Background: an optimization exercise with open tools, aiming at small area. Do not read the settings as production practice. Only simulation tests tie the RTL to the original design; equivalence was not proved. Power and IR drop assume default switching activity. The clock port is modelled as an ideal driver; clocking choices that lean on that would not hold on a real chip.

==> flow/design.v <==
module mips_rf_aoi222 (
  input  logic a0, b0, a1, b1, a2, b2,
  output logic y
);
  assign y = ~((a0 & b0) | (a1 & b1) | (a2 & b2));
endmodule
module mips_rf_ao221 (
  input  logic a0, b0, a1, b1, c,
  output logic y
);
  assign y = (a0 & b0) | (a1 & b1) | c;
endmodule
module mips_rf_rdbit (
  input  logic [31:0] sel,
  input  logic [31:0] din,
  output logic        y
);
  logic [9:0] n;
  logic       d;
  for (genvar k = 0; k < 10; k++) begin : g_aoi
    mips_rf_aoi222 u (
      .a0(sel[3*k]),   .b0(din[3*k]),
      .a1(sel[3*k+1]), .b1(din[3*k+1]),
      .a2(sel[3*k+2]), .b2(din[3*k+2]),
      .y(n[k])
    );
  end
  assign d = ~&n;
  mips_rf_ao221 u_last (
    .a0(sel[30]), .b0(din[30]), .a1(sel[31]), .b1(din[31]), .c(d), .y(y)
  );
endmodule
module mips_register_file #(
  parameter int DATA_W = 32,
  parameter int ADDR_W = 5
) (
  input  logic              clk,
  input  logic              rst_n,
  input  logic              rd_req,
  input  logic [31:0]       instruction_set,
  output logic [DATA_W-1:0] rs_data,
  output logic [DATA_W-1:0] rt_data,
  output logic              rd_valid,
  input  logic              wr_en,
  input  logic [ADDR_W-1:0] wr_addr,
  input  logic [DATA_W-1:0] wr_data,
  output logic [15:0]       wr_count
);
  localparam int NREG = 1 << ADDR_W;
  logic [DATA_W-1:0]  regs_q [NREG];
  logic [NREG-1:0]    valid_q;
  logic [NREG-1:0]    we;
  logic [NREG-1:0]    rs_sel, rt_sel;
  logic [DATA_W-1:0]  rs_d;
  logic [DATA_W-1:0]  rt_d;
  logic [15:0]        cnt_q, cnt_t;
  logic               valid_rd_q;
  logic [ADDR_W-1:0]  rs_idx, rt_idx;
  logic               wr_fire;
  assign rs_idx  = instruction_set[21 +: ADDR_W];
  assign rt_idx  = instruction_set[16 +: ADDR_W];
  assign wr_fire = wr_en && (wr_addr != '0);
  always_comb begin
    for (int i = 0; i < NREG; i++) begin
      we[i] = (i != 0) && wr_fire && (wr_addr == ADDR_W'(i));
    end
    rs_sel[0] = !rd_req;
    rt_sel[0] = !rd_req;
    for (int i = 1; i < NREG; i++) begin
      rs_sel[i] = rd_req && valid_q[i] && (rs_idx == ADDR_W'(i));
      rt_sel[i] = rd_req && valid_q[i] && (rt_idx == ADDR_W'(i));
    end
  end
  for (genvar b = 0; b < DATA_W; b++) begin : g_rd
    logic [NREG-1:1] col;
    for (genvar i = 1; i < NREG; i++) begin : g_col
      assign col[i] = regs_q[i][b];
    end
    mips_rf_rdbit u_rs (.sel(rs_sel), .din({col, rs_data[b]}), .y(rs_d[b]));
    mips_rf_rdbit u_rt (.sel(rt_sel), .din({col, rt_data[b]}), .y(rt_d[b]));
  end
  always_comb begin
    cnt_t[0] = wr_fire && !(&cnt_q);
    for (int k = 1; k < 16; k++) cnt_t[k] = cnt_t[k-1] && cnt_q[k-1];
  end
  always_ff @(posedge clk or negedge rst_n) begin
    if (!rst_n) begin
      valid_rd_q <= 1'b0;
      rs_data    <= '0;
      rt_data    <= '0;
      cnt_q      <= '0;
      valid_q    <= '0;
    end else begin
      valid_rd_q <= rd_req;
      rs_data    <= rs_d;
      rt_data    <= rt_d;
      cnt_q      <= cnt_q ^ cnt_t;
      valid_q    <= valid_q | we;
    end
  end
  for (genvar g = 1; g < NREG; g++) begin : g_reg
    always_ff @(posedge clk) begin
      if (we[g]) regs_q[g] <= wr_data;
    end
  end
  assign rd_valid = valid_rd_q;
  assign wr_count = cnt_q;
endmodule
export LEC_CHECK = 0
export CAP_MARGIN = 30
export CORE_MARGIN = 2
export CORE_UTILIZATION = 60
export PLACE_DENSITY = 0.8
export SLEW_MARGIN = 30
export SYNTH_HIERARCHICAL = 1
create_clock -name core_clock -period 5.0 [get_ports {clk}]
standard.sh (not shown) runs the stock make flow with config.mk's settings and CLKGATE_MAP_FILE= SYNTH_SCRIPT=/design/flow/synth_recipe.tcl, a recipe that flattens the netlist after the stock synthesis.
==> flow/flow/run.sh <==
#!/bin/bash
# The standard ORFS layout (standard.sh), with two changes to how it is built:
#  - the ports are buffered with the smallest buffer (buf_1) instead of clkdlybuf4s50_1;
#  - clock tree synthesis uses clkbuf_16 at the leaves and clkbuf_8 above them, larger sink clusters and no dummy loads.
set -euo pipefail
export BUFFER_PORTS_ARGS="-buffer_cell sky130_fd_sc_hd__buf_1"
export CTS_ARGS="-sink_clustering_enable -repair_clock_nets -dont_use_dummy_load -buf_list sky130_fd_sc_hd__clkbuf_16 -sink_clustering_size 30 -sink_clustering_max_diameter 100 -root_buf sky130_fd_sc_hd__clkbuf_8 -tree_buf sky130_fd_sc_hd__clkbuf_8"
bash standard.sh > standard_make.log 2>&1
Edit:
Settings changed: CORE_UTILIZATION 60 to 70, PLACE_DENSITY 0.8 to default.
Outcome:
- fmax rises by about 3.6%
- clock-buffer cell count does not change
- flip-flop and latch count stays the same
- cell area falls by about 0.6%
- via count is about the same
- critical path depth stays the same
- sequential share of layout area rises by 0.42 points
- routed wire length rises by 1.5%
- global-route usage rises by 7.4 points


mips_register_file, a different RTL version from the one above (not shown whole).
Size in the first run: roughly 2300 cells after synthesis, ~1100 flip-flops, roughly 150 I/O pins, ~0.042 sq mm of cells after synthesis.
Settings: LEC_CHECK=0, CAP_MARGIN=30, CORE_MARGIN=2, CORE_UTILIZATION=60, PLACE_DENSITY=0.8, SLEW_MARGIN=30, SYNTH_HIERARCHICAL=1; clock period 5.0 ns.
Scripts as last shown in full above: flow/flow/run.sh
The starting point went through all stages and came out clean.
Edit:
==> flow/flow/run.sh (replaced) <==
#!/bin/bash
# The standard ORFS layout (standard.sh), with two changes to how it is built:
#  - the ports are buffered with the smallest buffer (buf_1) instead of clkdlybuf4s50_1;
#  - clock tree synthesis uses clkbuf_16 only, larger sink clusters and no dummy loads.
set -euo pipefail
export BUFFER_PORTS_ARGS="-buffer_cell sky130_fd_sc_hd__buf_1"
export CTS_ARGS="-sink_clustering_enable -repair_clock_nets -dont_use_dummy_load -buf_list sky130_fd_sc_hd__clkbuf_16 -sink_clustering_size 30 -sink_clustering_max_diameter 100"
bash standard.sh > standard_make.log 2>&1
PLACE_DENSITY = unset   (was 0.8)
=> Via count shrinks by a few percent; routed wire length grows by a few percent; cell area grows slightly; worst hold slack gets better by 0.16 ns; sequential power hardly moves; total power grows slightly.
Edit:
==> flow/flow/run.sh (replaced) <==
#!/bin/bash
# The standard ORFS layout (standard.sh), with two changes to how it is built:
#  - the ports are buffered with the smallest buffer (buf_1) instead of clkdlybuf4s50_1;
#  - clock tree synthesis uses clkbuf_16 at the leaves and clkbuf_8 above them, larger sink clusters and no dummy loads.
set -euo pipefail
export BUFFER_PORTS_ARGS="-buffer_cell sky130_fd_sc_hd__buf_1"
export CTS_ARGS="-sink_clustering_enable -repair_clock_nets -dont_use_dummy_load -buf_list sky130_fd_sc_hd__clkbuf_16 -sink_clustering_size 30 -sink_clustering_max_diameter 100 -root_buf sky130_fd_sc_hd__clkbuf_8 -tree_buf sky130_fd_sc_hd__clkbuf_8"
bash standard.sh > standard_make.log 2>&1
CORE_UTILIZATION = 70   (was 60)
Result: Wire length decreases by a few percent; sequential power is about the same; global-route usage went up by 4.3 points; power went down slightly; critical path depth stays the same; clock power shrinks by a few percent; clock skew rose by 0.019 ns; sequential share of layout area grows by 0.37 points; first-iteration DRC count went up by a few percent; synthesized area stays the same.


before:
Another version of the RTL of mips_register_file (not shown whole).
Size in the first run: roughly 1,100 flip-flops, ~150 I/O pins, roughly 43,000 µm² of cells after synthesis.
Settings: LEC_CHECK=0, CAP_MARGIN=30, CORE_MARGIN=2, CORE_UTILIZATION=75, SLEW_MARGIN=30, SYNTH_HIERARCHICAL=1; clock period 5.0 ns.
==> flow/flow/run.sh <==
#!/bin/bash
# The standard ORFS layout (standard.sh), with two changes to how it is built:
#  - the ports are buffered with the smallest buffer (buf_1) instead of clkdlybuf4s50_1;
#  - clock tree synthesis uses clkbuf_16 only, larger sink clusters and no dummy loads.
set -euo pipefail
export BUFFER_PORTS_ARGS="-buffer_cell sky130_fd_sc_hd__buf_1"
export CTS_ARGS="-sink_clustering_enable -repair_clock_nets -dont_use_dummy_load -buf_list sky130_fd_sc_hd__clkbuf_16 -sink_clustering_size 30 -sink_clustering_max_diameter 100"
bash standard.sh > standard_make.log 2>&1
Changes in after relative to before:
-- flow/config.mk --
<<< before, line 8
export CAP_MARGIN = 30
export CORE_MARGIN = 2
export CORE_UTILIZATION = 75
export SLEW_MARGIN = 30
export SYNTH_HIERARCHICAL = 1
>>> after, line 8
export CAP_MARGIN = 30
export CORE_MARGIN = 2
export CORE_UTILIZATION = 60
export SLEW_MARGIN = 30
export SYNTH_HIERARCHICAL = 1
Results
Re reported net switching power: before was lower than after.
before leaves more setup margin than after.
Going from before to after, the fraction of the core area covered by cells at the end of the flow was found to have gone down by 16 points.
Reported for before and after, quantity of gates resized following cts turned out identical to the last digit.
Wire: after routes more than before
Going from before to after, growth of design area from synthesis to finish went up; top achievable clock speed did not really move.
after against before; internal power is up slightly.
after did not stop at any stage, and its layout met the timing, design-rule and antenna checks.
Measured against before, the detailed-route wire length on metal 1 of after comes out at 1.2 times the reference value.
The post-route cell area in after was higher than what before gave.

==> static timing again, ports no longer ideal <==
The flow's constraints put no driver on any port. The routed layouts listed below were extracted and timed again, unchanged, in two steps. Step 1: set_driving_cell puts a clkbuf_16 on clk and a buf_2 on each other input, an assumption about the parent block. Step 2 also shifts input and output timing later by t, the mid clock arrival at the registers, as if the neighbouring blocks saw the same clock. Three values: no drivers, after step 1, after step 2; two values: the first two.
run	t, ns	setup slack, ns	worst hold slack (ns)	worst setup path at the end	worst register clock-pin slew, ns
the first run of note 1	0.848	0.667 / 0.713 / -0.135	0.312 / 0.269 / 0.484	input to register	0.12 / 0.12
the second run of note 1	0.806	0.817 / 0.857 / 0.051	0.324 / 0.287 / 0.489	input to register	0.12 / 0.12
the first run of note 2	0.827	1.707 / 1.734 / 0.907	0.305 / 0.286 / 0.491	input to register	0.12 / 0.12
the second run of note 2	0.700	1.359 / 1.400 / 0.700	0.467 / 0.422 / 0.489	input to register	0.12 / 0.12
the third run of note 2	0.805	1.556 / 1.601 / 0.795	0.336 / 0.309 / 0.492	input to register	0.12 / 0.12
before	0.680	1.668 / 1.709 / 1.029	0.480 / 0.444 / 0.489	input to register	0.11 / 0.11
after	0.686	1.658 / 1.707 / 1.021	0.239 / 0.193 / 0.483	input to register	0.12 / 0.12
With both steps, setup timing fails in the first run of note 1, where it was met with ideal ports. The setup slack of the first run of note 1, which loses most, moves by +0.046 ns with the drivers and by -0.802 ns with both steps.
